Background: an optimization exercise with open tools, aiming at a short achievable clock period and few clock cycles. Do not read the settings as production practice. Function was checked by simulation only, so behaviour that the tests miss may differ from the original. Power and IR drop assume default switching activity.

[design.v]
package cpu_pkg;
  typedef struct packed {
    logic [3:0] opcode;
    logic [3:0] rd;
    logic [3:0] rs;
    logic [3:0] rt;
  } r_fmt_t;
  typedef struct packed {
    logic [3:0] opcode;
    logic [3:0] rd;
    logic [7:0] imm8;
  } i_fmt_t;
  typedef struct packed {
    logic [3:0] opcode;
    logic [2:0] cond;
    logic [8:0] imm9;
  } b_fmt_t;
  typedef union packed {
    r_fmt_t r_fmt;
    i_fmt_t i_fmt;
    b_fmt_t b_fmt;
  } instr_t;
  typedef struct packed {
    logic zr;
    logic ne;
    logic ov;
  } flags_t;
  typedef enum logic [2:0] {
    FUNC_ADD = 3'b000,
    FUNC_LHB = 3'b001,
    FUNC_SUB = 3'b010,
    FUNC_AND = 3'b011,
    FUNC_NOR = 3'b100,
    FUNC_SLL = 3'b101,
    FUNC_SRL = 3'b110,
    FUNC_SRA = 3'b111
  } alu_func_t;
  typedef struct packed {
    logic [3:0]  p0_addr;
    logic [3:0]  p1_addr;
    logic [3:0]  dst_addr;
    logic        re0;
    logic        re1;
    logic        we;
    alu_func_t   func;
    logic [3:0]  shamt;
    logic        src1_imm;
    logic [15:0] imm;
    logic        set_flags;
    logic        mem_rd;
    logic        mem_wr;
    logic        link;
    logic        jump_reg;
    logic        branch_taken;
    logic [15:0] branch_off;
    logic        hlt;
  } ctrl_t;
endpackage
`timescale 1ns/1ps
module cpu_top (
  input  logic            clk,
  input  logic            arst_n,
  output logic [15:0]     instr_addr,
  input  logic [15:0]     instr,
  output logic [15:0]     mem_addr,
  output logic [15:0]     mem_wdata,
  output logic            mem_we,
  input  logic [15:0]     mem_rdata,
  output logic            halted
);
  function automatic logic [16:0] ks16(input logic [15:0] a, input logic [15:0] b, input logic cin);
    logic [15:0] p, gg, pp, g2, p2;
    logic [16:0] c;
    p  = a ^ b;
    gg = a & b;
    pp = p;
    gg[0] = gg[0] | (p[0] & cin);
    for (int d = 1; d < 16; d = d * 2) begin
      g2 = gg;
      p2 = pp;
      for (int i = d; i < 16; i++) begin
        g2[i] = gg[i] | (pp[i] & gg[i-d]);
        p2[i] = pp[i] & pp[i-d];
      end
      gg = g2;
      pp = p2;
    end
    c[0] = cin;
    c[16:1] = gg;
    ks16 = {c[16], p ^ c[15:0]};
  endfunction
  localparam int BTB_N = 8;
  logic [15:0] fetch_addr;    
  logic [15:0] pc_n;          
  logic [15:0] pc;
  logic [15:0] rf [1:15];
  logic        btb_v   [BTB_N];
  logic [12:0] btb_tag [BTB_N];
  logic [15:0] btb_tgt [BTB_N];
  logic        d_valid;
  logic [15:0] d_ir;
  logic [15:0] d_pc;
  logic        d_pred;
  logic [15:0] d_pc1;     
  logic [6:0]  d_bhp, d_bhm;   
  logic [3:0]  d_jhp, d_jhm;   
  logic        x_valid;
  logic [3:0]  x_op;
  logic [3:0]  x_rd;
  logic [7:0]  x_imm;
  logic [15:0] x_a, x_b, x_c;
  logic [15:0] x_pc1;
  logic [15:0] x_mask;
  logic        m_wen;
  logic        m_lw;
  logic [3:0]  m_rd;
  logic [15:0] m_result;
  logic        m_we;
  logic [15:0] m_addr;
  logic [15:0] m_wdata;
  logic        f_zr, f_ne, f_ov;
  logic        halt_q;      
  logic        stopped;     
  logic [16:0] sum_c, diff_c, addr_c;
  logic [15:0] sum, diff, addr_sum, imm4_sext;
  logic        add_ov, sub_ov, addr_ov;
  logic [15:0] add_sat, sub_sat, addr_sat;
  logic [15:0] x_qres, x_result;
  logic        x_wen, x_quick;
  logic        x_arith, x_logic, x_set;
  logic        nf_zr, nf_ne, nf_ov;
  assign sum_c  = ks16(x_a, x_b, 1'b0);
  assign diff_c = ks16(x_a, ~x_b, 1'b1);
  assign sum    = sum_c[15:0];
  assign diff   = diff_c[15:0];
  assign add_ov = (x_a[15] == x_b[15]) && (sum[15] != x_a[15]);
  assign sub_ov = (x_a[15] != x_b[15]) && (diff[15] != x_a[15]);
  assign add_sat = add_ov ? (x_a[15] ? 16'h8000 : 16'h7fff) : sum;
  assign sub_sat = sub_ov ? (x_a[15] ? 16'h8000 : 16'h7fff) : diff;
  assign imm4_sext = {{12{x_imm[3]}}, x_imm[3:0]};
  assign addr_c    = ks16(x_a, imm4_sext, 1'b0);
  assign addr_sum  = addr_c[15:0];
  assign addr_ov   = (x_a[15] == imm4_sext[15]) && (addr_sum[15] != x_a[15]);
  assign addr_sat  = addr_ov ? (x_a[15] ? 16'h8000 : 16'h7fff) : addr_sum;
  always_comb begin
    case (x_op)
      4'h3:    x_qres = x_a & x_b;
      4'h4:    x_qres = ~(x_a | x_b);
      4'h5:    x_qres = x_a << x_imm[3:0];
      4'h6:    x_qres = x_a >> x_imm[3:0];
      4'h7:    x_qres = $signed(x_a) >>> x_imm[3:0];
      4'hA:    x_qres = {x_imm, x_c[7:0]};
      4'hB:    x_qres = {{8{x_imm[7]}}, x_imm};
      default: x_qres = x_pc1;    
    endcase
  end
  always_comb begin
    case (x_op)
      4'h0, 4'h1: x_result = add_sat;
      4'h2:       x_result = sub_sat;
      default:    x_result = x_qres;
    endcase
  end
  assign x_quick = !((x_op == 4'h0) || (x_op == 4'h1) || (x_op == 4'h2) || (x_op == 4'h8));
  always_comb begin
    case (x_op)
      4'h0, 4'h2, 4'h3, 4'h4, 4'h5, 4'h6, 4'h7,
      4'h8, 4'hA, 4'hB, 4'hD: x_wen = 1'b1;
      4'h1:                   x_wen = f_zr;
      default:                x_wen = 1'b0;
    endcase
    x_wen = x_wen && x_valid && (x_rd != 4'd0);
  end
  assign x_arith = x_valid && ((x_op == 4'h0) || (x_op == 4'h2) || ((x_op == 4'h1) && f_zr));
  assign x_logic = x_valid && (x_op >= 4'h3) && (x_op <= 4'h7);
  assign x_set   = x_arith || x_logic;
  logic [15:0] ab_x, ab_o;
  logic        zr_add, zr_sub, zr_and, zr_nor, zr_sh, zr_fast;
  assign ab_x   = x_a ^ x_b;
  assign ab_o   = x_a | x_b;
  assign zr_add = !ab_x[0] && (ab_o[14:0] == ab_x[15:1]) && !(x_a == 16'h8000 && x_b == 16'h8000);
  assign zr_sub = (ab_x == 16'd0);
  assign zr_and = ((x_a & x_b) == 16'd0);
  assign zr_nor = (ab_o == 16'hffff);
  assign zr_sh  = ((x_a & x_mask) == 16'd0);
  always_comb begin
    case (x_op)
      4'h0, 4'h1: zr_fast = zr_add;
      4'h2:       zr_fast = zr_sub;
      4'h3:       zr_fast = zr_and;
      4'h4:       zr_fast = zr_nor;
      default:    zr_fast = zr_sh;
    endcase
  end
  assign nf_zr = x_set   ? zr_fast : f_zr;
  assign nf_ne = x_arith ? x_result[15] : f_ne;
  assign nf_ov = x_arith ? ((x_op == 4'h2) ? sub_ov : add_ov) : f_ov;
  logic [3:0]  op, rd, rs, rt;
  logic        is_b, is_jal, is_jr, is_hlt;
  logic        uses_rs, uses_rt, uses_rd;
  logic        stall, stall_reg, stall_flags, issue;
  logic [15:0] va, vb, vc;
  logic [15:0] m_val;
  logic [16:0] br_c, jal_c;
  logic [15:0] br_t, jal_t, target;
  logic        cond, taken;
  logic        redirect;
  logic [15:0] redirect_pc;
  assign op = d_ir[15:12];
  assign rd = d_ir[11:8];
  assign rs = d_ir[7:4];
  assign rt = d_ir[3:0];
  assign is_b   = (op == 4'hC);
  assign is_jal = (op == 4'hD);
  assign is_jr  = (op == 4'hE);
  assign is_hlt = (op == 4'hF);
  assign uses_rs = (op <= 4'h9) || is_jr;
  assign uses_rt = (op <= 4'h4);
  assign uses_rd = (op == 4'h9) || (op == 4'hA);
  function automatic logic late(input logic [3:0] a);
    late = x_wen && !x_quick && (x_rd == a);
  endfunction
  assign stall_reg   = (uses_rs && late(rs)) || (uses_rt && late(rt)) || (uses_rd && late(rd)) ||
                       (is_jr && m_lw && m_wen && (m_rd == rs));
  assign stall_flags = is_b && (d_ir[11:9] >= 3'd2) && (d_ir[11:9] <= 3'd6) && x_arith;
  assign stall = d_valid && (stall_reg || stall_flags);
  assign issue = d_valid && !stall && !stopped;
  assign m_val = m_lw ? mem_rdata : m_result;
  function automatic logic [15:0] rd_port(input logic [3:0] a);
    if (a == 4'd0)                rd_port = 16'd0;
    else if (x_wen && x_rd == a)  rd_port = x_qres;
    else if (m_wen && m_rd == a)  rd_port = m_val;
    else                          rd_port = rf[a];
  endfunction
  logic [15:0] jr_val;
  always_comb begin
    if (rs == 4'd0)                    jr_val = 16'd0;
    else if (x_wen && x_rd == rs)      jr_val = x_qres;
    else if (m_wen && m_rd == rs)      jr_val = m_result;
    else                               jr_val = rf[rs];
  end
  assign va = rd_port(rs);
  assign vb = rd_port(rt);
  assign vc = rd_port(rd);
  always_comb begin
    case (d_ir[11:9])
      3'd0: cond = !nf_zr;
      3'd1: cond = nf_zr;
      3'd2: cond = !(nf_zr || f_ne);
      3'd3: cond = f_ne;
      3'd4: cond = nf_zr || !f_ne;
      3'd5: cond = f_ne || nf_zr;
      3'd6: cond = f_ov;
      default: cond = 1'b1;
    endcase
  end
  assign br_c  = ks16({7'd0, d_pc1[8:0]},  {7'd0, d_ir[8:0]},  1'b0);
  assign jal_c = ks16({4'd0, d_pc1[11:0]}, {4'd0, d_ir[11:0]}, 1'b0);
  always_comb begin
    case ({d_ir[8], br_c[9]})
      2'b01:   br_t[15:9] = d_bhp;
      2'b10:   br_t[15:9] = d_bhm;
      default: br_t[15:9] = d_pc1[15:9];
    endcase
    br_t[8:0] = br_c[8:0];
    case ({d_ir[11], jal_c[12]})
      2'b01:   jal_t[15:12] = d_jhp;
      2'b10:   jal_t[15:12] = d_jhm;
      default: jal_t[15:12] = d_pc1[15:12];
    endcase
    jal_t[11:0] = jal_c[11:0];
  end
  assign target = is_jal ? jal_t : br_t;
  assign taken   = is_jal || (is_b && cond);
  always_comb begin
    redirect    = 1'b0;
    redirect_pc = d_pc1;
    if (is_hlt) begin
      redirect    = 1'b1;
      redirect_pc = d_pc;
    end else if (is_jr) begin
      redirect    = 1'b1;
      redirect_pc = jr_val;
    end else if (taken) begin
      redirect    = !d_pred;
      redirect_pc = target;
    end else begin
      redirect    = d_pred;
      redirect_pc = d_pc1;
    end
    redirect = redirect && issue;
  end
  logic [2:0]  bi;
  logic        hit;
  logic [16:0] pc1_c, t_c;
  logic [15:0] pc_next;
  logic [6:0]  f_bhp, f_bhm;
  logic [3:0]  f_jhp, f_jhm;
  assign bi  = pc[2:0];
  assign hit = btb_v[bi] && (btb_tag[bi] == pc[15:3]);
  assign pc1_c = ks16(pc, 16'd0, 1'b1);
  always_comb begin
    t_c = ks16({9'd0, pc1_c[15:9]}, 16'd0, 1'b1);      f_bhp = t_c[6:0];
    t_c = ks16({9'd0, pc1_c[15:9]}, 16'hffff, 1'b0);   f_bhm = t_c[6:0];
    t_c = ks16({12'd0, pc1_c[15:12]}, 16'd0, 1'b1);    f_jhp = t_c[3:0];
    t_c = ks16({12'd0, pc1_c[15:12]}, 16'hffff, 1'b0); f_jhm = t_c[3:0];
  end
  always_comb begin
    if (redirect)            pc_next = redirect_pc;
    else if (stall || stopped) pc_next = pc;
    else if (hit)            pc_next = btb_tgt[bi];
    else                     pc_next = pc1_c[15:0];
  end
  assign pc         = ~pc_n;
  assign instr_addr = fetch_addr;
  always_ff @(posedge clk or negedge arst_n) begin
    if (!arst_n) begin
      fetch_addr <= 16'd0;
      pc_n     <= 16'hffff;
      d_valid  <= 1'b0;
      d_ir     <= 16'd0;
      d_pc     <= 16'd0;
      d_pred   <= 1'b0;
      d_pc1    <= 16'd0;
      d_bhp    <= 7'd0;
      d_bhm    <= 7'd0;
      d_jhp    <= 4'd0;
      d_jhm    <= 4'd0;
      x_valid  <= 1'b0;
      x_op     <= 4'd0;
      x_rd     <= 4'd0;
      x_imm    <= 8'd0;
      x_a      <= 16'd0;
      x_b      <= 16'd0;
      x_c      <= 16'd0;
      x_pc1    <= 16'd0;
      x_mask   <= 16'd0;
      m_wen    <= 1'b0;
      m_lw     <= 1'b0;
      m_rd     <= 4'd0;
      m_result <= 16'd0;
      m_we     <= 1'b0;
      m_addr   <= 16'd0;
      m_wdata  <= 16'd0;
      f_zr     <= 1'b0;
      f_ne     <= 1'b0;
      f_ov     <= 1'b0;
      halt_q   <= 1'b0;
      stopped  <= 1'b0;
    end else begin
      fetch_addr <= pc_next;
      pc_n       <= ~pc_next;
      if (redirect || stopped) begin
        d_valid <= 1'b0;
      end else if (!stall) begin
        d_valid <= 1'b1;
      end
      if (!stall) begin
        d_ir    <= instr;
        d_pc    <= pc;
        d_pred  <= hit;
        d_pc1   <= pc1_c[15:0];
        d_bhp   <= f_bhp;
        d_bhm   <= f_bhm;
        d_jhp   <= f_jhp;
        d_jhm   <= f_jhm;
      end
      x_valid <= issue;
      x_op    <= op;
      x_rd    <= is_jal ? 4'd15 : rd;
      x_imm   <= d_ir[7:0];
      x_a     <= va;
      x_b     <= vb;
      x_c     <= vc;
      x_pc1   <= d_pc1;
      x_mask  <= (op == 4'h5) ? (16'hffff >> d_ir[3:0]) : (16'hffff << d_ir[3:0]);
      m_wen    <= x_wen;
      m_lw     <= x_valid && (x_op == 4'h8);
      m_rd     <= x_rd;
      m_result <= x_result;
      m_we     <= x_valid && (x_op == 4'h9);
      m_addr   <= addr_sat;
      m_wdata  <= x_c;
      f_zr <= nf_zr;
      f_ne <= nf_ne;
      f_ov <= nf_ov;
      if (x_valid && x_op == 4'hF) halt_q <= 1'b1;
      if (issue && is_hlt) stopped <= 1'b1;
    end
  end
  always_ff @(posedge clk or negedge arst_n) begin
    if (!arst_n) begin
      for (int i = 0; i < BTB_N; i++) btb_v[i] <= 1'b0;
    end else if (issue && (is_b || is_jal)) begin
      btb_v[d_pc[2:0]] <= taken;
    end
  end
  always_ff @(posedge clk) begin
    if (issue && (is_b || is_jal)) begin
      btb_tag[d_pc[2:0]] <= d_pc[15:3];
      btb_tgt[d_pc[2:0]] <= target;
    end
  end
  always_ff @(posedge clk or negedge arst_n) begin
    if (!arst_n) begin
      for (int i = 1; i < 16; i++) rf[i] <= 16'd0;
    end else if (m_wen) begin
      rf[m_rd] <= m_val;
    end
  end
  assign mem_addr  = m_addr;
  assign mem_wdata = m_wdata;
  assign mem_we    = m_we;
  assign halted    = halt_q;
endmodule
[flow/run.sh]
#!/bin/bash
set -euo pipefail
bash standard.sh ADDER_MAP_FILE= SETUP_SLACK_MARGIN=8.5 finish > standard_flow.log 2>&1
[standard.sh]
#!/bin/bash
# synth_recipe.tcl (not shown) runs the flow's synth.tcl, then flattens the netlist and writes it again
# the make line also repeats each setting of config.mk as NAME=value (left out here)
make -C /OpenROAD-flow-scripts/flow DESIGN_CONFIG=/design/flow/config.mk WORK_HOME=/design/flow/orfs CLKGATE_MAP_FILE= SYNTH_SCRIPT=/design/flow/synth_recipe.tcl "${@:-finish}"
[config.mk]
export PLATFORM = sky130hd
export DESIGN_NAME = cpu_top
export DESIGN_NICKNAME = cpu_top
export VERILOG_FILES = /design/flow/design.v
export SDC_FILE = /design/flow/constraint.sdc
export NUM_CORES = 4
export LEC_CHECK = 0
export ABC_CLOCK_PERIOD_IN_PS = 3000
export CAP_MARGIN = 20
export CORE_MARGIN = 2
export CORE_UTILIZATION = 40
export SETUP_SLACK_MARGIN = 5.0
export SLEW_MARGIN = 20
[constraint.sdc]
create_clock -name core_clock -period 12.0 [get_ports {clk}]
set_input_delay 2.4000 -clock core_clock [delete_from_list [all_inputs] [get_ports {clk}]]
set_output_delay 2.4000 -clock core_clock [all_outputs]
set_load 0.01 [all_outputs]
==> summary.txt, run 1 <==
STA
  • F_max: 272.4 MHz
  • Slew HR: 0.2100
  • Final period utilization: 0.3060
  • Setup TNS: 0 ns
  • # setup viols final: 0
  • Post-layout minimum cycle time: 3.671 ns
  • Fin Hold WS: 0.3460 ns
  • Final hold violations: 0
  • Worst-Margin Slew: 1.181 ns
  • RSZ-0062 raised after global routing: yes
  • Slew Viols, Final: 0
  • Setup WS post-layout: 8.329 ns
  • Worst Clk Skew: 0.03695 ns

Logic synthesis
  • Sequential area share after synthesis: 0.5015
  • Area contributors post-synth: dfrtp_1, edfxtp_1, a21oi_1
  • Most frequent cells after synthesis: nor2_1, dfrtp_1, a21oi_1
  • Synth area leader: dfrtp_1
  • Synth top area share: 0.3132
  • Count leader, synth: nor2_1
  • #FFs+latches synth: between 700 and 800
  • Mean post-synth cell area: 10.09 µm²
  • Post-Synthesis Cells: 3,889
  • Number of synthesized flops with an enable pin: 232
  • Synth Flop Type: dfrtp_1
  • FFs w/ async S/R, synth: 0.6861
  • Synthesis Warnings: 3
  • Synthesized area: approximately 0.04 mm²
  • Distinct cell type count after synthesis: 92
  • Syn_nets: 3,923

Setup path
  • Worst path max stage delay: roughly 0.43 ns
  • Startpoint type of the worst setup path: flop
  • Crit path cell chain: buf_2
  • Buf/Inv on CP: 1
  • Critical path class: flop to primary output
  • Required @ worst endpoint: 9.60 ns
  • Worst EP arrival: 1.27 ns
  • Reg2reg setup slack: about 8.4 ns
  • Critical path's slowest cell: dfrtp_1
  • CP max FO: 1
  • Crit path max-delay family: flip-flops
  • CP Capture Type: primary output

GRT
  • Largest net degree at the start of global routing: 145
  • Global-route wire length before repair: 227.9 mm
  • Total congestion overflow: 0
  • Initial antenna violation count: 6
  • GR Util All Layers: 0.3087
  • Vias in the first global route: between 30,000 and 40,000

Die
  • Initial Util: 0.4044
  • Num ports: 84
  • Core Footprint: about 0.097 mm²
  • Row count: 114
  • Die Ht: 317.2 µm
  • Die Footprint: 0.1006 mm²
  • Die X: 317.2 µm

Layout
  • Layout cells sized above 1: 0.2170
  • Utilization after layout: 0.4878
  • Final nets: 4,019
  • Synth-to-Final Area Change: 20.62%

Pwr
  • Pleak: 17.45 nW
  • Max VDD drop: 137.3 µV
  • Pwr per Cell Area: 243.6 mW/mm²
  • Total power: 11.53 mW

Clock tree
  • CTS Sinks: roughly 740
  • Root Driver: clkbuf_16
  • Clock Latency Late Sink: approximately 0.68 ns
  • CTS clk-pin slew, worst paths: 0.06 ns
  • Htree depth: 3
  • CTS buffer count: 83
  • TritonCTS clock tree: built
  • Clock buffer depth: 3
  • Hold Buf Count CTS: 0

Drt
  • Final wirelength: 159.6 mm
  • Initial DRC Count: 6,060
  • DRC viols: 0
  • Avg WL per Cell: roughly 30 µm
  • Vias: 35,030
  • Antenna Nets Post-Route: 0
  • Vias per cell: 6.575
  • First-pass detailed-route iteration total: 14

Run
  • Maxcap violations: 0

Place
  • GP Congestion: roughly 1.0
  • Post-DP HPWL: between 90 and 100 mm
  • DP Worst Slack: around 7.2 ns
  • Port Buffers: 83

Min path
  • Hold Crit Class: flop to flop

Run status
  • Status: no timing/DRC/antenna violations
==> cell usage in the layout, fill, tap and decap left out, types with 20 or more instances in the layout <==
cell type / count
nor3_1: 38
mux2i_1: 77
inv_1: 41
buf_12: 27
nor2_1: 462
clkbuf_1: 21
a21oi_1: 386
mux2_2: 54
maj3_1: 20
buf_2: 30
or3_1: 22
a211oi_1: 47
a222oi_1: 36
clkdlybuf4s50_1: 32
mux4_2: 78
o22ai_1: 34
a22oi_1: 196
dfrtp_2: 24
xor2_1: 46
nand2b_1: 39
xnor2_1: 86
buf_4: 185
buf_6: 45
o21ai_0: 195
o211ai_1: 30
nand2_1: 255
nand4_1: 55
dfrtp_1: 449
edfxtp_1: 232
a221oi_1: 54
clkbuf_16: 89
a22o_1: 49
nor2_2: 30
nand3_1: 73
==> path summary, 6_finish.rpt <==
check                                end          start  cells after the start
hold / removal                m_wdata[8]         x_c[8]                      0
setup reg to reg                pc_n[11]        x_a[15]                     12
max in group asynchronous         x_a[0]         arst_n                      3
min in group asynchronous      rf[15][2]         arst_n                      1
hold reg to reg               m_wdata[8]         x_c[8]                      0
setup / recovery           instr_addr[1]  fetch_addr[1]                      1
==> sequential cells by signal, summed over array words and instances (netlist names), 4 cells and up <==
name,cells
d_pc,16
d_bhp,7
x_mask,16
x_op,4
d_bhm,6
x_b,16
d_jhp,4
x_a,16
d_ir,16
x_imm,8
x_pc1,16
rf,240
pc_n,16
fetch_addr,16
m_addr,16
btb_tag,104
btb_tgt,128
d_pc1,16
m_result,16
m_wdata,16
x_c,16
btb_v,8
x_rd,4
m_rd,4
==> power breakdown <==
part	internal, mW	leakage [nW]	total [mW]	switching [mW]
registers	3.48	7.69	4.58	1.10
logic	1.82	8.43	4.33	2.51
clock network	1.50	1.34	2.61	1.11
total	6.80	17.5	11.5	4.72
==> metal layers <==
metal / GRT usage / up-vias / part of all wire
met4: 0.1438 / 6 / 0.057
met3: 0.08680 / 580 / 0.11
met1: 0.4222 / 17340 / 0.40
li1: - / 14770 / -
met5: 0.0009470 / - / 0.00020
met2: 0.4537 / 2334 / 0.43
==> layout make-up <==
class	count	area, µm²
antenna	2	5.005
clock buffer	118	2371
clock inverter	32	399.1
fill	8833	49680
inverter	45	176.4
multi-input combinational	2781	19680
sequential	739	19780
tap	1276	1597
timing repair buffer	335	3308
==> through the flow <==
step	instance area [µm²]	cells
2_1_floorplan	39250	3889
3_3_place_gp	41730	5051
3_5_place_dp	41730	5051
4_1_cts	45700	5254
5_1_grt	47310	5326
6_report	47320	5328
==> logic make-up after synthesis <==
logic type,count (synthesis),share of synthesized area
compound gates,1238,0.2053
xor+xnor,151,0.03429
fa+ha+maj,23,0.005933
buf+inv,374,0.03777
flops,739,0.5015
mux,225,0.08437
simple gates,1139,0.1308
==> repair_timing <==
| action | 4_1_cts | 5_1_grt |
|---|---|---|
| cloned | 10 | 5 |
| resized for setup | 407 | 186 |
| setup buffers | 43 | 67 |
| pin swaps | 19 | 37 |
| endpoints found under the setup margin | 550 | 354 |
Testbench counts, summed over its fixed seeds: cycles 46,269.
==> run 2: changes to the inputs <==
--- a/design.v
+++ b/design.v
@@ -306,10 +306,19 @@
     t_c = ks16({12'd0, pc1_c[15:12]}, 16'hffff, 1'b0); f_jhm = t_c[3:0];
   end
-  always_comb begin
-    if (redirect)            pc_next = redirect_pc;
-    else if (stall || stopped) pc_next = pc;
-    else if (hit)            pc_next = btb_tgt[bi];
-    else                     pc_next = pc1_c[15:0];
-  end
+  logic [5:0]  s_lo;
+  logic        s_taken;
+  static_pred u_static_pred (
+    .instr   (instr),
+    .pc1_lo  (pc1_c[5:0]),
+    .taken   (s_taken),
+    .tgt_lo  (s_lo)
+  );
+  logic        hold, use_static;
+  logic [15:0] pc_early, pc_norm;
+  assign hold       = stall || stopped;
+  assign pc_early   = hold ? pc : (hit ? btb_tgt[bi] : pc1_c[15:0]);
+  assign use_static = s_taken && !hit && !hold;
+  assign pc_norm    = {pc_early[15:6], use_static ? s_lo : pc_early[5:0]};
+  assign pc_next    = redirect ? redirect_pc : pc_norm;
   assign pc         = ~pc_n;
   assign instr_addr = fetch_addr;
@@ -359,5 +368,5 @@
         d_ir    <= instr;
         d_pc    <= pc;
-        d_pred  <= hit;
+        d_pred  <= hit || use_static;
         d_pc1   <= pc1_c[15:0];
         d_bhp   <= f_bhp;
@@ -414,2 +423,34 @@
   assign halted    = halt_q;
 endmodule
+module static_pred (
+  input  logic [15:0] instr,
+  input  logic [5:0]  pc1_lo,
+  output logic        taken,
+  output logic [5:0]  tgt_lo
+);
+  logic [5:0] g, p, gg, pp, g2, p2;
+  logic       c6, fit_b, fit_j;
+  always_comb begin
+    p  = pc1_lo ^ instr[5:0];
+    g  = pc1_lo & instr[5:0];
+    gg = g;
+    pp = p;
+    for (int d = 1; d < 6; d = d * 2) begin
+      g2 = gg;
+      p2 = pp;
+      for (int i = d; i < 6; i++) begin
+        g2[i] = gg[i] | (pp[i] & gg[i-d]);
+        p2[i] = pp[i] & pp[i-d];
+      end
+      gg = g2;
+      pp = p2;
+    end
+  end
+  assign tgt_lo = p ^ {gg[4:0], 1'b0};
+  assign c6     = gg[5];
+  assign fit_b  = (instr[8:5] == 4'b0000) || (instr[8:5] == 4'b1111);
+  assign fit_j  = (instr[11:5] == 7'd0) || (instr[11:5] == 7'h7f);
+  assign taken  = (c6 == instr[5]) &&
+                  (((instr[15:12] == 4'hD) && fit_j) ||
+                   ((instr[15:12] == 4'hC) && fit_b && ((instr[11:9] == 3'd7) || instr[8])));
+endmodule
==> run 2 against run 1 <==
Flip-flop and latch count is the same. Sequential share of layout area shrank 0.85 points. Cell count grew 2.5%. Routed wire length grew 1.2%. Power grew 3.4%. Synthesized cell count grew 3.8%. First-iteration DRC count grew 0.35%. Critical endpoint is now pc_n[2].
==> summary.txt, run 2 <==
Pwr
  • Pwr per Cell Area: 247.1 mW/mm²
  • Pleak: approximately 18 nW
  • Max VDD drop: between 100 and 150 µV

STA
  • Final hold violations: 0
  • Worst-Margin Slew: 1.091 ns
  • # setup viols final: 0
  • Slew Viols, Final: 0
  • Final period utilization: 0.3191
  • Setup WS post-layout: 8.170 ns
  • Post-layout minimum cycle time: 3.830 ns
  • RSZ-0062 raised after global routing: yes
  • Worst Clk Skew: 0.03889 ns
  • Setup TNS: 0 ns
  • Slew HR: 0.2730
  • F_max: 261.1 MHz

Clock tree
  • Clock buffer depth: 3
  • CTS Sinks: ~740
  • TritonCTS clock tree: built
  • Root Driver: clkbuf_16
  • Hold Buf Count CTS: 0
  • CTS buffer count: 83
  • Htree depth: 3
  • CTS clk-pin slew, worst paths: 0.06 ns
  • Clock Latency Late Sink: 0.68 ns

Place
  • Post-DP HPWL: 101.3 mm
  • Port Buffers: 83
  • Inst Count DP: about 5,200
  • DP Worst Slack: 6.262 ns
  • GP Congestion: about 0.99

GRT
  • Initial antenna violation count: 9
  • Global-route wire length before repair: ~240 mm
  • Largest net degree at the start of global routing: approximately 170
  • GR Util All Layers: 0.3075
  • Vias in the first global route: 33,860
  • Total congestion overflow: 0

Setup path
  • Startpoint type of the worst setup path: input pin
  • Crit path max-delay family: compound AO/OA/AOI/OAI gates
  • Buf/Inv on CP: 2
  • Critical path class: input pin to flop
  • Critical path's slowest cell: and4_4
  • Worst path max stage delay: 0.36 ns
  • CP max FO: 7
  • Crit path cell chain: buf_8 > nor2b_4 > maj3_2 > o21ai_4 > o2111ai_2 > nand3_2 > mux2i_1 > and4_4 > buf_6 > o2bb2ai_2 > nor4_2 > a41o_1
  • CP Capture Type: flop
  • Required @ worst endpoint: 12.58 ns
  • Worst EP arrival: 4.41 ns

Drt
  • DR WL met3: about 19 mm
  • Wl on met1: roughly 64 mm
  • Vias per cell: 6.532
  • DRC viols: 0
  • Routed length on met2: 69.02 mm
  • Initial DRC Count: 6,081
  • Highest layer used for signal routing: met5
  • First-pass detailed-route iteration total: 12
  • Final wirelength: about 160 mm
  • Antenna Nets Post-Route: 0
  • Avg WL per Cell: 29.57 µm
  • Vias: 35,670

Layout
  • Most frequent cells in the layout: dfrtp_1, nor2_1, a21oi_1
  • Layout cells sized above 1: 0.2176
  • Fillers: 9,105
  • Max FFs per register: 240
  • Final nets: 4,125
  • Final std cells w/o fill: 5,461
  • Synth-to-Final Area Change: 20.01%
  • Biggest register: rf
  • Most common cell after layout, fill and taps aside: dfrtp_1

Die
  • Die X: 320.9 µm
  • Die Ht: 320.9 µm
  • Die Footprint: 0.1030 mm²
  • Initial Util: 0.4024
  • Num ports: 84
  • Core Footprint: between 0.09 and 0.1 mm²
  • Row count: 116

Logic synthesis
  • Synth Flop Type: dfrtp_1
  • Syn_nets: approximately 4,000
  • Mean post-synth cell area: 9.955 µm²
  • Sequential area share after synthesis: 0.4897
  • Synthesis Warnings: 4
  • Count leader, synth: dfrtp_1
  • Synthesized area: 0.04018 mm²
  • #FFs+latches synth: 739
  • Most frequent cells after synthesis: dfrtp_1, nor2_1, a21oi_1
  • Area contributors post-synth: dfrtp_1, edfxtp_1, a21oi_1
  • Distinct cell type count after synthesis: 100
  • Synth area leader: dfrtp_1
  • FFs w/ async S/R, synth: 0.6861
  • Number of synthesized flops with an enable pin: 232
  • Post-Synthesis Cells: between 4,000 and 5,000
  • Synth top area share: 0.3058

Run
  • Maxcap violations: 0

Min path
  • Hold Crit Class: flop to flop

Run status
  • Status: no timing/DRC/antenna violations
run 2: stage by stage:
step           instance area [µm²]  hold WS [ns]  utilization  power, mW
6_report                     48220        0.3473       0.4829      11.92
5_1_grt                      48220        0.3534       0.4829      12.44
4_1_cts                      47370        0.3476       0.4744      11.58
3_5_place_dp                 42670        0.3347       0.4273      8.401
3_3_place_gp                 42670        0.3330       0.4273      8.357
2_1_floorplan                40260        0.3312            -      6.820
run 2: worst reg2reg max path: stages, from the launching register on:
cell and delay, ns:
dfstp_4 0.63, buf_12 0.14, buf_12 0.11, buf_16 0.12, mux4_2 0.53, mux2i_4 0.20
xnor2_2 0.18, nand2_1 0.10, or4_4 0.58, and4_4 0.28, buf_6 0.14, o2bb2ai_2 0.11
nor4_2 0.34, a41o_1 0.16
run 2: worst paths after layout:
path                       cells past startpoint          end  slack, ns  startpoint
setup / recovery                              12      pc_n[2]       8.17    instr[0]
hold / removal                                 0  m_wdata[12]       0.35     x_c[12]
setup reg to reg                              13      pc_n[2]       8.32     pc_n[0]
hold reg to reg                                0  m_wdata[12]       0.35     x_c[12]
max in group asynchronous                      2    rf[14][0]       8.66      arst_n
min in group asynchronous                      1    m_addr[6]       1.72      arst_n
run 2: metal layers:
layer,global-route usage,vias up
met3,0.08733,619
met5,0,-
met4,0.1637,12
li1,-,15210
met1,0.4156,17500
met2,0.4466,2330
run 2: final cells by class:
cell class | count | area [µm²] | area share
multi-input cells | 2891 | 20740 | 0.4301
diodes | 4 | 10.01 | 0.0002076
repair buffers | 328 | 2972 | 0.06163
clock buffers | 116 | 2437 | 0.05055
clock inverters | 37 | 510.5 | 0.01059
inverters | 48 | 182.7 | 0.003788
flip-flops and latches | 739 | 19750 | 0.4095
well taps | 1298 | 1624 | 0.03368
run 2: what timing repair did:
| action | 4_1_cts | 5_1_grt |
|---|---|---|
| setup endpoints to repair | 609 | 278 |
| setup buffers | 78 | 28 |
| resized for setup | 512 | 134 |
| pin swaps | 49 | 49 |
| gates cloned | 7 | 1 |
run 2: logic make-up after synthesis:
kind of cell | share of synthesized area
AOI/OAI and AO/OA | 0.2044
xor gates and xnor gates | 0.03503
adders and majority gates | 0.006228
buffers and inverters | 0.04024
DFF | 0.4897
muxes | 0.08589
and+or+nand+nor | 0.1386
run 2: where the power goes:
part	switching (mW)	internal (mW)
Sequential	1.04	3.48
Clock	1.11	1.64
Combinational	2.70	1.95
Total	4.84	7.07
Testbench counts of run 2, summed over its fixed seeds: cycles 44,380.
==> run 3: changes to the inputs <==
--- a/design.v
+++ b/design.v
@@ -102,4 +102,10 @@
   logic [15:0] d_pc;
   logic        d_pred;
+  logic        d_rp;      
+  logic [15:0] d_rtgt;    
+  logic [15:0] ras;       
+  logic        x_rp;
+  logic [15:0] x_rtgt;
+  logic        xredirect;
   logic [15:0] d_pc1;     
   logic [6:0]  d_bhp, d_bhm;   
@@ -204,5 +210,5 @@
   logic [16:0] br_c, jal_c;
   logic [15:0] br_t, jal_t, target;
-  logic        cond, taken;
+  logic        taken;
   logic        redirect;
   logic [15:0] redirect_pc;
@@ -225,5 +231,5 @@
   assign stall_flags = is_b && (d_ir[11:9] >= 3'd2) && (d_ir[11:9] <= 3'd6) && x_arith;
   assign stall = d_valid && (stall_reg || stall_flags);
-  assign issue = d_valid && !stall && !stopped;
+  assign issue = d_valid && !stall && !stopped && !xredirect;
   assign m_val = m_lw ? mem_rdata : m_result;
   function automatic logic [15:0] rd_port(input logic [3:0] a);
@@ -243,16 +249,4 @@
   assign vb = rd_port(rt);
   assign vc = rd_port(rd);
-  always_comb begin
-    case (d_ir[11:9])
-      3'd0: cond = !nf_zr;
-      3'd1: cond = nf_zr;
-      3'd2: cond = !(nf_zr || f_ne);
-      3'd3: cond = f_ne;
-      3'd4: cond = nf_zr || !f_ne;
-      3'd5: cond = f_ne || nf_zr;
-      3'd6: cond = f_ov;
-      default: cond = 1'b1;
-    endcase
-  end
   assign br_c  = ks16({7'd0, d_pc1[8:0]},  {7'd0, d_ir[8:0]},  1'b0);
   assign jal_c = ks16({4'd0, d_pc1[11:0]}, {4'd0, d_ir[11:0]}, 1'b0);
@@ -272,23 +266,38 @@
   end
   assign target = is_jal ? jal_t : br_t;
-  assign taken   = is_jal || (is_b && cond);
-  always_comb begin
-    redirect    = 1'b0;
-    redirect_pc = d_pc1;
+  function automatic logic [17:0] d_decide(input logic zr);
+    logic c, t, r;
+    logic [15:0] rpc;
+    case (d_ir[11:9])
+      3'd0: c = !zr;
+      3'd1: c = zr;
+      3'd2: c = !(zr || f_ne);
+      3'd3: c = f_ne;
+      3'd4: c = zr || !f_ne;
+      3'd5: c = f_ne || zr;
+      3'd6: c = f_ov;
+      default: c = 1'b1;
+    endcase
+    t   = is_jal || (is_b && c);
+    r   = 1'b0;
+    rpc = d_pc1;
     if (is_hlt) begin
-      redirect    = 1'b1;
-      redirect_pc = d_pc;
+      r   = 1'b1;
+      rpc = d_pc;
     end else if (is_jr) begin
-      redirect    = 1'b1;
-      redirect_pc = jr_val;
-    end else if (taken) begin
-      redirect    = !d_pred;
-      redirect_pc = target;
+      r   = !d_rp;
+      rpc = jr_val;
+    end else if (t) begin
+      r   = !d_pred;
+      rpc = target;
     end else begin
-      redirect    = d_pred;
-      redirect_pc = d_pc1;
+      r   = d_pred;
     end
-    redirect = redirect && issue;
-  end
+    d_decide = {t, r && issue, rpc};
+  endfunction
+  logic [17:0] dec0, dec1;
+  assign dec0 = d_decide(1'b0);
+  assign dec1 = d_decide(1'b1);
+  assign {taken, redirect, redirect_pc} = nf_zr ? dec1 : dec0;
   logic [2:0]  bi;
   logic        hit;
@@ -306,19 +315,18 @@
     t_c = ks16({12'd0, pc1_c[15:12]}, 16'hffff, 1'b0); f_jhm = t_c[3:0];
   end
-  logic [5:0]  s_lo;
-  logic        s_taken;
-  static_pred u_static_pred (
-    .instr   (instr),
-    .pc1_lo  (pc1_c[5:0]),
-    .taken   (s_taken),
-    .tgt_lo  (s_lo)
-  );
-  logic        hold, use_static;
-  logic [15:0] pc_early, pc_norm;
-  assign hold       = stall || stopped;
-  assign pc_early   = hold ? pc : (hit ? btb_tgt[bi] : pc1_c[15:0]);
-  assign use_static = s_taken && !hit && !hold;
-  assign pc_norm    = {pc_early[15:6], use_static ? s_lo : pc_early[5:0]};
-  assign pc_next    = redirect ? redirect_pc : pc_norm;
+  logic ret_in;
+  assign ret_in = (instr[15:12] == 4'hE) && (instr[7:4] == 4'hF) && !hit;
+  assign xredirect = x_valid && x_rp && (x_a != x_rtgt);
+  logic [15:0] pc_other, pc_next0, pc_next1;
+  always_comb begin
+    if (xredirect)             pc_other = x_a;
+    else if (stall || stopped) pc_other = pc;
+    else if (hit)              pc_other = btb_tgt[bi];
+    else if (ret_in)           pc_other = ras;
+    else                       pc_other = pc1_c[15:0];
+  end
+  assign pc_next0 = dec0[16] ? dec0[15:0] : pc_other;
+  assign pc_next1 = dec1[16] ? dec1[15:0] : pc_other;
+  assign pc_next  = nf_zr ? pc_next1 : pc_next0;
   assign pc         = ~pc_n;
   assign instr_addr = fetch_addr;
@@ -331,4 +339,9 @@
       d_pc     <= 16'd0;
       d_pred   <= 1'b0;
+      d_rp     <= 1'b0;
+      d_rtgt   <= 16'd0;
+      ras      <= 16'd0;
+      x_rp     <= 1'b0;
+      x_rtgt   <= 16'd0;
       d_pc1    <= 16'd0;
       d_bhp    <= 7'd0;
@@ -360,5 +373,5 @@
       fetch_addr <= pc_next;
       pc_n       <= ~pc_next;
-      if (redirect || stopped) begin
+      if (xredirect || redirect || stopped) begin
         d_valid <= 1'b0;
       end else if (!stall) begin
@@ -368,5 +381,7 @@
         d_ir    <= instr;
         d_pc    <= pc;
-        d_pred  <= hit || use_static;
+        d_pred  <= hit;
+        d_rp    <= ret_in;
+        d_rtgt  <= ras;
         d_pc1   <= pc1_c[15:0];
         d_bhp   <= f_bhp;
@@ -376,4 +391,7 @@
       end
       x_valid <= issue;
+      x_rp    <= is_jr && d_rp;
+      x_rtgt  <= d_rtgt;
+      if (issue && is_jal) ras <= d_pc1;
       x_op    <= op;
       x_rd    <= is_jal ? 4'd15 : rd;
@@ -423,34 +441,2 @@
   assign halted    = halt_q;
 endmodule
-module static_pred (
-  input  logic [15:0] instr,
-  input  logic [5:0]  pc1_lo,
-  output logic        taken,
-  output logic [5:0]  tgt_lo
-);
-  logic [5:0] g, p, gg, pp, g2, p2;
-  logic       c6, fit_b, fit_j;
-  always_comb begin
-    p  = pc1_lo ^ instr[5:0];
-    g  = pc1_lo & instr[5:0];
-    gg = g;
-    pp = p;
-    for (int d = 1; d < 6; d = d * 2) begin
-      g2 = gg;
-      p2 = pp;
-      for (int i = d; i < 6; i++) begin
-        g2[i] = gg[i] | (pp[i] & gg[i-d]);
-        p2[i] = pp[i] & pp[i-d];
-      end
-      gg = g2;
-      pp = p2;
-    end
-  end
-  assign tgt_lo = p ^ {gg[4:0], 1'b0};
-  assign c6     = gg[5];
-  assign fit_b  = (instr[8:5] == 4'b0000) || (instr[8:5] == 4'b1111);
-  assign fit_j  = (instr[11:5] == 7'd0) || (instr[11:5] == 7'h7f);
-  assign taken  = (c6 == instr[5]) &&
-                  (((instr[15:12] == 4'hD) && fit_j) ||
-                   ((instr[15:12] == 4'hC) && fit_b && ((instr[11:9] == 3'd7) || instr[8])));
-endmodule
==> run 3 against run 2 <==
Still clean. Cell area increased by 3.3%. Combinational power about the same. Synthesized cell count increased by 1.8%. Fmax increased by 3.2%. Non-clock buffer count increased by 7. Sequential share of layout area increased by 1.2 points. Routed wire length increased by 7.0%. Power increased by 2.4%. Flip-flop and latch count increased by 50. Global-route usage increased by 0.43 points. Register-to-register slack about the same. Sequential power increased by 6.6%. Largest cell class is now registers.
==> summary.txt, run 3 <==
Run status
  • Status: no timing/DRC/antenna violations

Clock tree
  • CTS Sinks: between 700 and 800
  • CTS buffer count: 89
  • Clock buffer depth: 3
  • TritonCTS clock tree: built
  • CTS clk-pin slew, worst paths: 0.06 ns
  • Hold Buf Count CTS: 0
  • Root Driver: clkbuf_16
  • Htree depth: 3
  • Clock Latency Late Sink: 0.72 ns

Logic synthesis
  • Synth Flop Type: dfrtp_1
  • Count leader, synth: dfrtp_1
  • Synthesized area: 0.04208 mm²
  • Most frequent cells after synthesis: dfrtp_1, nor2_1, a21oi_1
  • Mean post-synth cell area: a little over 10 µm²
  • FFs w/ async S/R, synth: 0.7060
  • Post-Synthesis Cells: approximately 4,100
  • Synth area leader: dfrtp_1
  • Number of synthesized flops with an enable pin: 232
  • Synthesis Warnings: 3
  • Distinct cell type count after synthesis: 115
  • #FFs+latches synth: between 700 and 800
  • Area contributors post-synth: dfrtp_1, edfxtp_1, nor2_1
  • Sequential area share after synthesis: 0.4973
  • Syn_nets: 4,142
  • Synth top area share: 0.3218

Layout
  • Most common cell after layout, fill and taps aside: dfrtp_1
  • Most frequent cells in the layout: dfrtp_1, nor2_1, a21oi_1
  • Synth-to-Final Area Change: 18.35%
  • Max FFs per register: 240
  • Final nets: roughly 4,200
  • Biggest register: rf
  • Area of the multi-input gates: 0.02072 mm²
  • Fillers: ~9,600
  • Layout cells sized above 1: 0.2075
  • Reg area: 0.02098 mm²

GRT
  • Largest net degree at the start of global routing: 172
  • Total congestion overflow: 0
  • Global-route wire length before repair: ~250 mm
  • Initial antenna violation count: 5
  • Vias in the first global route: 34,620
  • GR Util All Layers: 0.3117

STA
  • Slew HR: 0.1606
  • Slew Viols, Final: 0
  • # setup viols final: 0
  • Worst Clk Skew: 0.07430 ns
  • Worst-Margin Slew: 1.255 ns
  • RSZ-0062 raised after global routing: yes
  • F_max: 269.4 MHz
  • Post-layout minimum cycle time: ~3.7 ns
  • Setup TNS: 0 ns
  • Final hold violations: 0
  • Final period utilization: 0.3093

Drt
  • Final wirelength: 172.8 mm
  • Avg WL per Cell: 30.68 µm
  • Vias per cell: 6.576
  • Initial DRC Count: 6,516
  • First-pass detailed-route iteration total: 10
  • Antenna Nets Post-Route: 0
  • DRC viols: 0
  • Vias: 37,040

Setup path
  • Crit path max-delay family: flip-flops
  • FF-to-FF path depth: 10
  • Required @ worst endpoint: 9.60 ns
  • Crit path cell chain: buf_6
  • Startpoint type of the worst setup path: flop
  • CP startpoint: fetch_addr[2]
  • Critical path's slowest cell: dfrtp_2
  • Worst r2r src: d_ir[4]
  • CP Capture Type: primary output
  • FF-to-FF End: fetch_addr[11]
  • Critical path class: flop to primary output
  • Setup crit end: instr_addr[2]
  • Reg2reg setup slack: 8.33 ns
  • CP Depth: 1
  • Buf/Inv on CP: 1
  • CP max FO: 1
  • Worst path max stage delay: around 0.47 ns
  • Worst EP arrival: ~1.3 ns

Pwr
  • Max VDD drop: ~120 µV
  • Pwr per Cell Area: 245.1 mW/mm²
  • Pleak: 19.07 nW
  • Total power: 12.21 mW

Place
  • Post-DP HPWL: about 110 mm
  • Port Buffers: 83
  • GP Congestion: between 0.9 and 1

Min path
  • Hold Crit Class: flop to flop

Run
  • Maxcap violations: 0

Die
  • Num ports: 84
  • Die X: 328.3 µm
  • Core Footprint: between 0.1 and 0.15 mm²
  • Die Ht: 328.3 µm
  • Initial Util: 0.4048
  • Row count: 118
  • Die Footprint: 0.1078 mm²
run 3: cell types whose count changed in the layout (fill, tap and decap cells not counted), sizes merged, moves of 26 or more:
cell	before	now
a221oi	51	82
a21oi	393	345
dfrtp	491	541
a22oi	209	164
nand2b	64	38
nor2	462	503
run 3: stage by stage:
stage / std cells / util / area (µm²) / setup slack (ns) / hold WS (ns)
final: 5632 / 0.4791 / 49800 / 8.288 / 0.3452
after global routing: 5631 / 0.4791 / 49790 / 8.262 / 0.3586
after CTS: 5592 / 0.4689 / 48740 / 8.235 / 0.3483
after detailed placement: 5349 / 0.4281 / 44500 / 6.713 / 0.3347
after global placement: 5349 / 0.4281 / 44500 / 6.709 / 0.3329
after floorplan: 4108 / - / 42130 / 7.942 / 0.3312
run 3: layer usage:
layer	up-vias	GRT usage	share of wire
met1	18210	0.4254	0.40
met3	694	0.08666	0.12
li1	15480	-	-
met4	10	0.1475	0.057
met5	-	0.002218	0.0013
met2	2650	0.4579	0.42
run 3: how the worst min path moves through the flow:
stage,startpoint,end,slack (ns),cells after the start
CTS,x_c[15],m_wdata[15],0.35,0
detailed placement,x_c[15],m_wdata[15],0.33,0
global route,x_c[15],m_wdata[15],0.36,0
floorplan,x_c[10],m_wdata[10],0.33,0
global placement,x_c[8],m_wdata[8],0.33,0
finish,x_c[8],m_wdata[8],0.35,0
run 3: where the power goes:
group          internal, mW  total, mW  switching, mW  leakage, nW
Combinational          1.87       4.63           2.76         9.32
Clock                  1.57       2.75           1.18         1.42
Sequential             3.71       4.82           1.11         8.33
run 3: kinds of logic after synthesis:
group	count (synthesis)	synth area share
simple gates	1184	0.1299
compound gates	1247	0.1992
fa+ha+maj	25	0.006185
mux	284	0.08933
buf+inv	412	0.04255
flops	789	0.4973
xor+xnor	167	0.03557
run 3: final cells by class:
type	instances	share of cell area
flip-flops and latches	789	0.4213
clock inverters	43	0.008819
inverters	49	0.003945
multi-input cells	2913	0.4160
well taps	1380	0.03467
repair buffers	335	0.06535
clock buffers	122	0.04985
diodes	1	0.00005025
run 3: repair_timing:
item,in CTS,in global routing
pin swaps,35,47
buffers inserted,69,32
gates resized for setup,427,143
endpoints found under the hold margin,0,0
endpoints found under the setup margin,542,395
cloned,9,7
Testbench counts of run 3, summed over its fixed seeds: cycles 45,551.
==> run 4: changes to the inputs <==
--- a/design.v
+++ b/design.v
@@ -225,7 +225,8 @@
   assign uses_rd = (op == 4'h9) || (op == 4'hA);
   function automatic logic late(input logic [3:0] a);
-    late = x_wen && !x_quick && (x_rd == a);
+    late = x_wen && (x_op == 4'h8) && (x_rd == a);
   endfunction
   assign stall_reg   = (uses_rs && late(rs)) || (uses_rt && late(rt)) || (uses_rd && late(rd)) ||
+                       (is_jr && x_wen && !x_quick && (x_rd == rs)) ||
                        (is_jr && m_lw && m_wen && (m_rd == rs));
   assign stall_flags = is_b && (d_ir[11:9] >= 3'd2) && (d_ir[11:9] <= 3'd6) && x_arith;
@@ -235,5 +236,5 @@
   function automatic logic [15:0] rd_port(input logic [3:0] a);
     if (a == 4'd0)                rd_port = 16'd0;
-    else if (x_wen && x_rd == a)  rd_port = x_qres;
+    else if (x_wen && x_rd == a)  rd_port = x_result;
     else if (m_wen && m_rd == a)  rd_port = m_val;
     else                          rd_port = rf[a];
==> run 4 against run 3 <==
Critical path depth did not move. Count of clock-buffer cells in the layout decreased by 5. Fmax grew 0.72%. Cell area grew 3.0%. Register-to-register slack is essentially flat. First-iteration DRC count rose by 0.98%. Cell count is 2.5% higher. Critical endpoint is now instr_addr[7].
==> summary.txt, run 4 <==
Drt
  • Final wirelength: 183.8 mm
  • Initial DRC Count: 6,580
  • Vias: just under 40,000
  • DRC viols: 0
  • Avg WL per Cell: 31.84 µm
  • Antenna Nets Post-Route: 0
  • First-pass detailed-route iteration total: 8
  • Vias per cell: about 6.7

Logic synthesis
  • Most frequent cells after synthesis: dfrtp_1, nor2_1, a21oi_1
  • Synthesis Warnings: 3
  • Mux share of post-synthesis cell area: 0.08814
  • XOR/XNOR share of the synthesized area: 0.03326
  • Synthesized area: ~0.042 mm²
  • Synth area leader: dfrtp_1
  • Adder-Cell Fraction of Synth Area: 0.004249
  • Area contributors post-synth: dfrtp_1, edfxtp_1, a21oi_1
  • Synth top area share: 0.3193
  • FFs w/ async S/R, synth: 0.7060
  • Mean post-synth cell area: roughly 10 µm²
  • Number of synthesized flops with an enable pin: 232
  • Distinct cell type count after synthesis: 93
  • #FFs+latches synth: 789
  • Compound-Gate Fraction of Synth Area: 0.2080
  • Simple-Gate Fraction of Synth Area: 0.1330
  • Largest family of logic cells by synthesized area: compound AO/OA/AOI/OAI gates
  • Sequential area share after synthesis: 0.4935
  • Syn_nets: between 4,000 and 5,000
  • Count leader, synth: dfrtp_1
  • Post-Synthesis Cells: about 4,200
  • Synth Flop Type: dfrtp_1

Clock tree
  • Root Driver: clkbuf_16
  • Clock buffer depth: 3
  • Hold Buf Count CTS: 0
  • TritonCTS clock tree: built
  • CTS buffer count: 88
  • Htree depth: 3
  • CTS Sinks: 789
  • CTS clk-pin slew, worst paths: 0.06 ns
  • Clock Latency Late Sink: between 0.6 and 0.7 ns

Place
  • GP Congestion: 0.9888
  • Post-DP HPWL: 114.9 mm
  • Port Buffers: 83
  • DP Worst Slack: 6.834 ns

Run status
  • Status: no timing/DRC/antenna violations

Die
  • Die Ht: 329.6 µm
  • Num ports: 84
  • Row count: 119
  • Initial Util: 0.4028
  • Die Footprint: 0.1086 mm²
  • Die X: 329.6 µm
  • Core Footprint: 0.1053 mm²

GRT
  • GR Util All Layers: 0.3315
  • Vias in the first global route: between 30,000 and 40,000
  • Initial antenna violation count: 7
  • Total congestion overflow: 0
  • Global-route wire length before repair: 262.1 mm
  • Largest net degree at the start of global routing: 127

STA
  • # setup viols final: 0
  • Final hold violations: 0
  • Setup TNS: 0 ns
  • Worst-Margin Slew: 1.276 ns
  • Worst Clk Skew: 0.03371 ns
  • Slew HR: 0.1475
  • Slew Viols, Final: 0
  • RSZ-0062 raised after global routing: yes
  • Post-layout minimum cycle time: 3.686 ns
  • F_max: about 270 MHz
  • Final period utilization: 0.3071
  • Setup WS post-layout: 8.314 ns

Run
  • Maxcap violations: 0

Setup path
  • Crit path cell chain: buf_6
  • FF-to-FF path depth: 13
  • Crit path max-delay family: flip-flops
  • CP max FO: 1
  • Required @ worst endpoint: 9.60 ns
  • Startpoint type of the worst setup path: flop
  • CP Capture Type: primary output
  • Critical path class: flop to primary output
  • Reg2reg setup slack: about 8.3 ns
  • Buf/Inv on CP: 1
  • Worst EP arrival: between 1 and 1.5 ns
  • Worst r2r src: x_a[5]
  • FF-to-FF End: pc_n[11]
  • Worst path max stage delay: 0.45 ns
  • Critical path's slowest cell: dfrtp_1

Min path
  • Hold Crit Class: flop to flop
  • Hold depth: 0
  • Worst Hold End: m_wdata[13]
  • Worst hold start: x_c[13]

Layout
  • Biggest register: rf
  • Layout cells sized above 1: 0.2284
  • Utilization after layout: 0.4872
  • Synth-to-Final Area Change: 20.95%
  • Max FFs per register: 240
  • Most frequent cells in the layout: dfrtp_1, nor2_1, nand2_1
  • Final nets: 4,342
  • Most common cell after layout, fill and taps aside: dfrtp_1

Pwr
  • Psw: 5.427 mW
  • Pleak: approximately 20 nW
  • Pint: between 7 and 8 mW
  • Seq pwr share: 0.382
  • Switching Fraction: 0.4210
  • Combinational power share: 0.401
  • Max VDD drop: 124.3 µV
  • Pwr per Cell Area: 251.4 mW/mm²
  • Clock power share: 0.217
[run 4: cell types whose count changed in the layout (fill, tap and decap cells not counted), moves of 15 or more]
cell      previous run  this run
a211oi_1            45        20
a21oi_1            338       318
a22oi_1            162       145
mux2_2              83        99
nand2_1            297       328
nand2b_1            35        54
nand3_1             72        91
nand4_1             48        30
nor2_1             463       376
nor3_1              32        77
o21ai_0            227       279
xnor2_1             73        88
xor2_1              78        56
[run 4: final cells by class]
cell class / count / area (µm²)
timing repair inverter: 1 / 5.005
timing repair buffer: 363 / 3684
sequential: 789 / 21000
clock inverter: 43 / 543.0
clock buffer: 117 / 2432
tap: 1391 / 1740
antenna: 3 / 7.507
multi-input combinational: 3003 / 21620
inverter: 62 / 250.2
fill: 9540 / 53980
[run 4: worst max path at each step]
stage,startpoint,to,slack (ns),cells past startpoint
after global placement,arst_n,d_pc1[7],6.86,3
after detailed placement,arst_n,d_pc[7],6.83,3
after global routing,instr[4],pc_n[0],8.27,11
after CTS,fetch_addr[7],instr_addr[7],8.28,1
final,fetch_addr[7],instr_addr[7],8.31,1
after floorplan,x_a[4],btb_v[7],8.12,11
[run 4: what timing repair did]
action	in CTS	in global routing
resized for setup	515	184
gates cloned	12	5
buffers inserted	92	34
pin swaps	49	49
setup endpoints to repair	734	368
[run 4: per-stage QoR]
step           instance area, µm²  instances  power [mW]  hold WS (ns)
2_1_floorplan               42430       4222       7.270        0.3312
3_3_place_gp                44930       5466       9.129        0.3324
3_5_place_dp                44940       5466       9.178        0.3347
4_1_cts                     50020       5730       12.38        0.3456
5_1_grt                     51280       5769       13.39        0.3514
6_report                    51280       5772       12.89        0.3451
[run 4: logic make-up after synthesis]
| family | after synthesis |
|---|---|
| buf+inv | 434 |
| compound gates | 1324 |
| flops | 789 |
| mux | 282 |
| simple gates | 1214 |
| xor+xnor | 161 |
| fa+ha+maj | 18 |
[run 4: power groups by stage]
stage / Combinational (mW) / Sequential [mW] / Clock, mW
after global routing: 5.47 / 4.98 / 2.94
after floorplan: 2.98 / 4.29 / 0
after CTS: 4.72 / 4.84 / 2.82
after global placement: 4.24 / 4.89 / 0
final: 5.16 / 4.93 / 2.80
after detailed placement: 4.28 / 4.89 / 0
[run 4: layer usage]
layer  share of wire  global-route usage  wire length (µm)
met3            0.13              0.1063             23570
met5         0.00044            0.003478                80
met4           0.063              0.1745             11630
met1            0.39              0.4463             71300
met2            0.42              0.4753             77210
Testbench counts of run 4, summed over its fixed seeds: cycles 45,218.

[static timing again, ports no longer ideal]
No port has a modelled driver above. Below, the same layouts with a new extraction and two added sets of constraints.
Step 1 assumes that a clkbuf_16 drives the clock port and a buf_2 every other input.
Step 2 times the ports against the registers' clock, not the clock port: input delays grow and output delays shrink by t, the midpoint of the rising clock arrivals with the driver on.
Slacks: no drivers / after step 1 / after step 2; pairs: no drivers / after step 1.
run | t (ns) | setup WS [ns] | hold slack, ns | worst register clock-pin slew, ns | cell pins on the clock port's net
run 1 | 0.726 | 8.329 / 8.262 / 7.810 | 0.346 / 0.346 / 0.346 | 0.07 / 0.07 | 1
run 2 | 0.726 | 8.170 / 8.130 / 7.405 | 0.347 / 0.347 / 0.347 | 0.07 / 0.07 | 1
run 3 | 0.752 | 8.288 / 8.219 / 7.644 | 0.345 / 0.345 / 0.345 | 0.07 / 0.07 | 1
run 4 | 0.742 | 8.314 / 8.246 / 7.656 | 0.345 / 0.345 / 0.345 | 0.07 / 0.07 | 1
After both steps every run listed still meets setup and hold. For run 2, which loses most, drivers alone change the setup slack by -0.040 ns; drivers and shift together by -0.765 ns.
